Context: an optimization exercise on an open-source flow, tuned for small area, a short achievable clock period and few clock cycles per item. The choices shown serve that exercise and are no tape-out recipe.
Function was checked by simulation only, so behaviour that the tests miss may differ from the original.

// sw_top
module sw_top (
	input  logic clk,
	input  logic rst_n,
	input  logic i_set_t,
	input  logic [sw_pkg::MAX_T_LOG-1:0] i_t_len,
	input  logic [1:0] i_t_base,
	input  logic i_t_valid,
	output logic o_t_ready,
	input  logic i_start_cal,
	input  logic [sw_pkg::PE_NUM*2-1:0] i_s,
	input  logic [sw_pkg::PE_NUM_LOG-1:0] i_s_len,
	input  logic [sw_pkg::PARAM_W-1:0] i_match,
	input  logic [sw_pkg::PARAM_W-1:0] i_mismatch,
	input  logic [sw_pkg::PARAM_W-1:0] i_gap_open,
	input  logic [sw_pkg::PARAM_W-1:0] i_gap_extend,
	input  logic i_param_valid,
	output logic o_busy,
	output logic signed [sw_pkg::SCORE_W-1:0] o_result,
	output logic o_valid
);
	localparam int TL = sw_pkg::MAX_T_LOG;
	localparam int PW = sw_pkg::PARAM_W;
	logic loading;
	logic loaded;
	logic calc;
	logic [TL-2:0] lenm1;
	logic [TL-2:0] wptr;
	logic [TL-1:0] cnt;
	logic [TL-2:0] lenm1_in;
	logic [sw_pkg::PE_NUM*2-1:0] s_q;
	logic [sw_pkg::PE_NUM_LOG-1:0] s_len_q;
	logic [PW-1:0] match_q;
	logic [PW-1:0] mismatch_q;
	logic [PW-1:0] open_q;
	logic [PW-1:0] extend_q;
	logic start;
	logic fast;
	logic [1:0] mem_base;
	logic [1:0] mem_base0;
	logic [1:0] mem_base1;
	logic playing;
	logic [PW-1:0] ds1_next;
	logic [PW-1:0] match_open;
	logic accept;
	logic last_accept;
	logic done;
	logic head_valid;
	logic [1:0] head_base;
	logic [sw_pkg::VAL_W-1:0] result;
	always_comb begin
		if (i_t_len == '0)
			lenm1_in = '0;
		else if (i_t_len > TL'(sw_pkg::MAX_T))
			lenm1_in = '1;
		else
			lenm1_in = (TL-1)'(i_t_len - TL'(1));
	end
	assign start = i_start_cal & loaded;
	assign fast = start & !i_param_valid;
	assign accept = loading & i_t_valid;
	assign last_accept = accept & (wptr == lenm1);
	assign done = calc & (cnt == {1'b0, lenm1} + TL'(8));
	assign playing = calc & (cnt <= {1'b0, lenm1});
	assign head_valid = fast ? (lenm1 != '0) : (start | playing);
	always_comb begin
		if (loading && wptr == '0)
			head_base = i_t_base;
		else if (fast)
			head_base = mem_base1;
		else if (playing)
			head_base = mem_base;
		else
			head_base = mem_base0;
	end
	logic [PW-1:0] ds1_fast;
  ...
Size in the first run: about 7100 cells after synthesis, about 530 flip-flops, roughly 46000 um2 of cells after synthesis.
clock: 18.0 ns
lec_check: 0
abc_area: 1
cap_margin: 20
core_margin: 2
core_utilization: 60
cts_buf_list: sky130_fd_sc_hd__clkbuf_8
slew_margin: 20
standard.sh (not shown) runs the stock make flow with config.mk's settings and CLKGATE_MAP_FILE= SYNTH_SCRIPT=/design/flow/synth_recipe.tcl, a recipe that flattens the netlist after the stock synthesis.
==> flow/flow/run.sh <==
#!/bin/bash
# Standard layout, with buf_4 port buffers and repair_timing aiming for more
# setup slack than the 0 ns default.
set -euo pipefail
bash standard.sh SETUP_SLACK_MARGIN=13.2 "BUFFER_PORTS_ARGS=-buffer_cell sky130_fd_sc_hd__buf_4" finish > standard_flow.log 2>&1
Testbench counts at the start, summed over its fixed seeds: cycles 17,102, items 576.
Edit:
==> flow/flow/run.sh (replaced) <==
#!/bin/bash
# Standard layout, with buf_4 port buffers, larger clock-tree sink clusters
# without dummy loads, and repair_timing aiming for more setup slack than the
# 0 ns default.
set -euo pipefail
bash standard.sh SETUP_SLACK_MARGIN=13.2 \
  "BUFFER_PORTS_ARGS=-buffer_cell sky130_fd_sc_hd__buf_4" \
  "CTS_ARGS=-sink_clustering_enable -repair_clock_nets -sink_clustering_size 22 -sink_clustering_max_diameter 90 -dont_use_dummy_load" \
  finish > standard_flow.log 2>&1
--- a/flow/config.mk
+++ b/flow/config.mk
@@ -11,2 +11 @@
-export CORE_UTILIZATION = 60
-export CTS_BUF_LIST = sky130_fd_sc_hd__clkbuf_8
+export CORE_UTILIZATION = 55
Effect: Maximum frequency climbs by 3.0%; routed wire length grows by 2.5%; cell count came out lower by 0.99%; utilization shrinks by 7.0 points; final area went down by 2.1%; clock skew grows by 0.0069 ns; count of clock-buffer cells in the layout shrinks by 78; first-iteration DRC count goes up by 1.6%; worst setup slack gains 0.14 ns.
Edit:
==> flow/flow/run.sh (replaced) <==
#!/bin/bash
# Standard layout, with buf_4 port buffers and repair_timing aiming for more
# setup slack than the 0 ns default.
set -euo pipefail
bash standard.sh SETUP_SLACK_MARGIN=13.2 "BUFFER_PORTS_ARGS=-buffer_cell sky130_fd_sc_hd__buf_4" finish > standard_flow.log 2>&1
Result:
- The new run completed with no timing, DRC or antenna violations
- design area goes up by a few percent
- flip-flop and latch count is unchanged
- die area does not change
- maximum frequency fell slightly
- register-to-register slack gets better by 0.04 ns
- setup slack gets worse by 0.046 ns
- wire length goes up slightly
Edit:
--- a/flow/config.mk
+++ b/flow/config.mk
@@ -11 +11,2 @@
-export CORE_UTILIZATION = 55
+export CORE_UTILIZATION = 60
+export CTS_BUF_LIST = sky130_fd_sc_hd__clkbuf_4
Critical path depth does not change.
Hold slack barely changes.
Setup slack gets worse by 0.44 ns.
Synthesized cell count stays the same.
First-iteration DRC count rose by 1.4%.
Global-route usage rose by 2.1 points.
Sequential cell count stays the same.
Non-clock buffer count fell by 8.
Die area fell by 8.2%.

Another version of the RTL of sw_top (not shown whole).
For scale: roughly 7,000 cells after synthesis, roughly 81 I/O pins.
export LEC_CHECK = 0
export ABC_AREA = 1
export CAP_MARGIN = 20
export CORE_MARGIN = 2
export CORE_UTILIZATION = 55
export SLEW_MARGIN = 20
create_clock -name core_clock -period 18.0 [get_ports {clk}]
==> flow/flow/run.sh <==
#!/bin/bash
# Standard layout, with buf_4 port buffers, larger clock-tree sink clusters
# without dummy loads, and repair_timing aiming for more setup slack than the
# 0 ns default.
set -euo pipefail
bash standard.sh SETUP_SLACK_MARGIN=13.2 \
  "BUFFER_PORTS_ARGS=-buffer_cell sky130_fd_sc_hd__buf_4" \
  "CTS_ARGS=-sink_clustering_enable -repair_clock_nets -sink_clustering_size 28 -sink_clustering_max_diameter 80 -dont_use_dummy_load" \
  finish > standard_flow.log 2>&1
The first run passed the timing, design-rule and antenna checks.
Testbench counts at the start, summed over its fixed seeds: cycles 17,102, items 576.
Rerun with:
==> flow/flow/run.sh (replaced) <==
#!/bin/bash
# Standard layout, with buf_4 port buffers and repair_timing aiming for more
# setup slack than the 0 ns default.
set -euo pipefail
bash standard.sh SETUP_SLACK_MARGIN=13.2 "BUFFER_PORTS_ARGS=-buffer_cell sky130_fd_sc_hd__buf_4" finish > standard_flow.log 2>&1
=> Routed wire length rises by 1.1%. Worst setup slack hardly moves. Register-to-register slack improves by 0.03 ns. Non-clock buffer count drops by 3. Cell count went up by 0.96%. Fmax stays flat. Final area came out higher by 2.6%. Sequential share of layout area drops by 0.62 points.

## port drivers added, routing unchanged
How much do the figures lean on ideal ports? The routed layouts below were timed once more, with nothing changed but the port constraints. Step 1 (the two cells are an assumption about what drives the block):
set clk [get_ports {clk}]
set_driving_cell -lib_cell sky130_fd_sc_hd__clkbuf_16 $clk
set_driving_cell -lib_cell sky130_fd_sc_hd__buf_2 [delete_from_list [all_inputs] $clk]
Step 2 times the ports against the registers' clock, not the clock port: input delays grow and output delays shrink by t, the midpoint of the rising clock arrivals with the driver on. a / b / c = ideal ports / drivers / drivers and shift; a / b = the first two.
run	t (ns)	setup slack, ns	worst setup path after step 2
the first run of note 1	0.794	13.101 / 13.030 / 12.587	input to register
the second run of note 1	0.639	13.242 / 13.167 / 12.707	input to register
the third run of note 1	0.688	13.196 / 13.122 / 12.663	input to register
the fourth run of note 1	1.110	12.755 / 12.683 / 12.370	input to register
the first run of note 2	0.678	13.216 / 13.141 / 12.745	input to register
the second run of note 2	0.695	13.217 / 13.144 / 12.669	input to register
After both steps every run listed still meets setup and hold. For the second run of note 2, which loses most, drivers alone change the setup slack by -0.073 ns; drivers and shift together by -0.548 ns.
